From an optimization exercise on the open Yosys and OpenROAD flow, aimed at small area, a short achievable clock period and few clock cycles per item; shortcuts taken in it are not production practice. RTL that was checked went through simulation tests only; none was proved equivalent to the original. No activity file was given, so power comes from the tool's default toggle rates.

== lagoon ==
// fp_addsub_top
module fp_addsub_top (
  input  logic        clk,
  input  logic        rst_n,
  input  logic        in_req,
  output logic        in_ack,
  input  logic [64:0] in_op,      
  output logic        out_req,
  input  logic        out_ack,
  output logic [34:0] out_res     
);
  logic req_d, acc, v2, v3, rq;
  logic xfer, r1v, ld2;
  assign xfer    = v3 & rq & out_ack;              
  assign out_req = v3 & (rq | ~out_ack);
  assign r1v     = req_d & ~acc;                   
  assign ld2     = in_req & r1v & (~v2 | xfer);    
  assign in_ack  = in_req & (acc | ld2);
  always_ff @(posedge clk) begin
    if (!rst_n) begin
      req_d <= 1'b0;
      acc   <= 1'b0;
      v2    <= 1'b0;
      v3    <= 1'b0;
      rq    <= 1'b0;
    end else begin
      req_d <= in_req;
      acc   <= in_req & in_ack;
      v2    <= ld2 | (v2 & ~xfer);
      v3    <= v2 & ~xfer;
      rq    <= out_req & ~out_ack;
    end
  end
  logic        a_s, b_s, op_sub;
  logic [7:0]  a_e, b_e;
  logic [22:0] a_f, b_f;
  logic        a_nz, b_nz, b_gt, a_ge_e, swap, s_nz;
  logic [7:0]  d_ab, d_ba, d_abm1;
  logic [4:0]  sh_ab, sh_ba;
  logic        sign_a, subx_a;
  logic [7:0]  l_e_a;
  logic [22:0] l_f_a;
  logic [23:0] s_m_a;
  logic [4:0]  sh_a;
  always_comb begin
    {a_s, a_e, a_f, b_s, b_e, b_f, op_sub} = in_op;
  end
  pfx_gt #(31) cmp_i (.a({a_e, a_f}), .b({b_e, b_f}), .gt(b_gt));
  cmp_add #(8) ed_i (.a(a_e), .b(~b_e), .s0(d_abm1), .s1(d_ab), .c1(a_ge_e));
  assign d_ba = ~d_abm1;
  always_comb begin
    a_nz   = |a_e;
    b_nz   = |b_e;
    swap   = b_gt & b_nz;
    sign_a = swap ? (b_s ^ op_sub) : a_s;
    subx_a = a_s ^ b_s ^ op_sub;
    l_e_a  = swap ? b_e : a_e;
    l_f_a  = swap ? b_f : a_f;
    s_nz   = a_nz & b_nz;
  ...
For scale: roughly 1,800 cells after synthesis, about 140 flip-flops, ~110 I/O pins.
==> flow/config.mk <==
export PLATFORM = sky130hd
export DESIGN_NAME = fp_addsub_top
export DESIGN_NICKNAME = fp_addsub_top
export VERILOG_FILES = /design/flow/design.v
export SDC_FILE = /design/flow/constraint.sdc
export NUM_CORES = 4
export LEC_CHECK = 0
export ABC_AREA = 1
export CAP_MARGIN = 20
export CORE_MARGIN = 2
export CORE_UTILIZATION = 40
export SETUP_SLACK_MARGIN = 3.3
export SLEW_MARGIN = 20
export TNS_END_PERCENT = 5
export BUFFER_PORTS_ARGS = -buffer_cell sky130_fd_sc_hd__buf_1
==> flow/constraint.sdc <==
create_clock -name core_clock -period 6.5 [get_ports {clk}]
set_input_delay 1.3000 -clock core_clock [delete_from_list [all_inputs] [get_ports {clk}]]
set_output_delay 1.3000 -clock core_clock [all_outputs]
set_load 0.01 [all_outputs]
standard.sh (not shown) runs the stock make flow with config.mk's settings and CLKGATE_MAP_FILE= SYNTH_SCRIPT=/design/flow/synth_recipe.tcl, a recipe that flattens the netlist after the stock synthesis.
==> flow/flow/run.sh <==
#!/bin/bash
set -e
echo 'export BUFFER_PORTS_ARGS = -buffer_cell sky130_fd_sc_hd__buf_1' >> config.mk
bash standard.sh > standard.log 2>&1
Testbench counts of lagoon, summed over its fixed seeds: cycles 9,608, items 3,200.
Relative to lagoon, the following input files were edited for harbor:
--- a/flow/design.v
+++ b/flow/design.v
@@ -91,34 +91,37 @@
     sh_ab  = (~s_nz | (|d_ab[7:5]) | (d_ab[4:0] > 5'd26)) ? 5'd27 : d_ab[4:0];
     sh_ba  = (~s_nz | (|d_ba[7:5]) | (d_ba[4:0] > 5'd26)) ? 5'd27 : d_ba[4:0];
     sh_a   = a_ge_e ? sh_ab : sh_ba;
   end
   logic        sign1, subx1;
   logic [7:0]  l_e1;
   logic [22:0] l_f1;
   logic [23:0] s_m1;
-  logic [4:0]  sh1;
+  logic [4:0]  sh1, sh1_n;
   always_ff @(posedge clk) begin
     sign1 <= sign_a;
     subx1 <= subx_a;
     l_e1  <= l_e_a;
     l_f1  <= l_f_a;
     s_m1  <= s_m_a;
     sh1   <= sh_a;
+    sh1_n <= ~sh_a;                     
   end
-  logic [26:0] s_sh, al;
+  logic [26:0] s_sh, s_sh_l, al;
   logic        sticky, c_b;
   logic [26:0] s_b;
   logic [27:0] sum_b;
   always_comb begin
     s_sh   = {s_m1, 3'b000} >> sh1;
+    s_sh_l = {s_m1, 3'b000} >> ~sh1_n;
+    s_sh[12:0] = s_sh_l[12:0];
     sticky = 1'b0;
     for (int j = 0; j < 24; j++) begin
-      if (5'(j + 3) < sh1) sticky = sticky | s_m1[j];
+      if (5'(j + 3) < ~sh1_n) sticky = sticky | s_m1[j];
     end
     al = {s_sh[26:1], s_sh[0] | (sticky & s_m1[23])};
   end
   sk_add #(27) add_i (.a({1'b1, l_f1, 3'b000}), .b(al ^ {27{subx1}}), .cin(subx1),
                       .s(s_b), .cout(c_b));
   assign sum_b = {c_b & ~subx1, s_b};
   logic        sign2, subx2;
   logic [7:0]  l_e2;
In the metrics for harbor and lagoon, the one carrying the higher sum of buffers and inverters on the critical path is harbor.
Multi-input combinational area share ends up higher on harbor.
Sequential share of layout area in harbor is 0.42 points below lagoon.
Taking lagoon as the reference point, the die width of harbor rises by 2.3%.
[compare] base=lagoon new=harbor: combinational power now smaller; depth of the critical timing path with buffers and inverters included now smaller; overall power after layout now smaller.
harbor vs. lagoon: total wirelength of the detailed-routed design increased by about 8% relative to the old numbers, setup fix buffers added after clock tree synthesis increased by 10 relative to the old numbers.
The RTL of harbor was laid out without a check of its function.

## static timing again, ports no longer ideal
The flow's constraints put no driver on any port. The routed layouts listed below were extracted and timed again, unchanged, in two steps. Step 1 (the two cells are an assumption about what drives the block):
set clk [get_ports {clk}]
set_driving_cell -lib_cell sky130_fd_sc_hd__clkbuf_16 $clk
set_driving_cell -lib_cell sky130_fd_sc_hd__buf_2 [delete_from_list [all_inputs] $clk]
Step 2 adds t to the input delays and takes it off the output delays; t is the mean of the earliest and latest rising clock arrival at the registers after step 1. Input paths then give back, and output paths get back, about the clock's delay inside the block. a / b / c = no drivers / after step 1 / after step 2; a / b = the first two.
| run | t, ns | setup slack, ns | worst setup path after step 2 |
|---|---|---|---|
| lagoon | 0.486 | 2.901 / 2.901 / 2.631 | input to register |
| harbor | 0.475 | 3.022 / 3.022 / 2.677 | input to register |
After both steps every run listed still meets setup and hold. For harbor, which loses most, drivers alone change the setup slack by 0.000 ns; drivers and shift together by -0.345 ns.
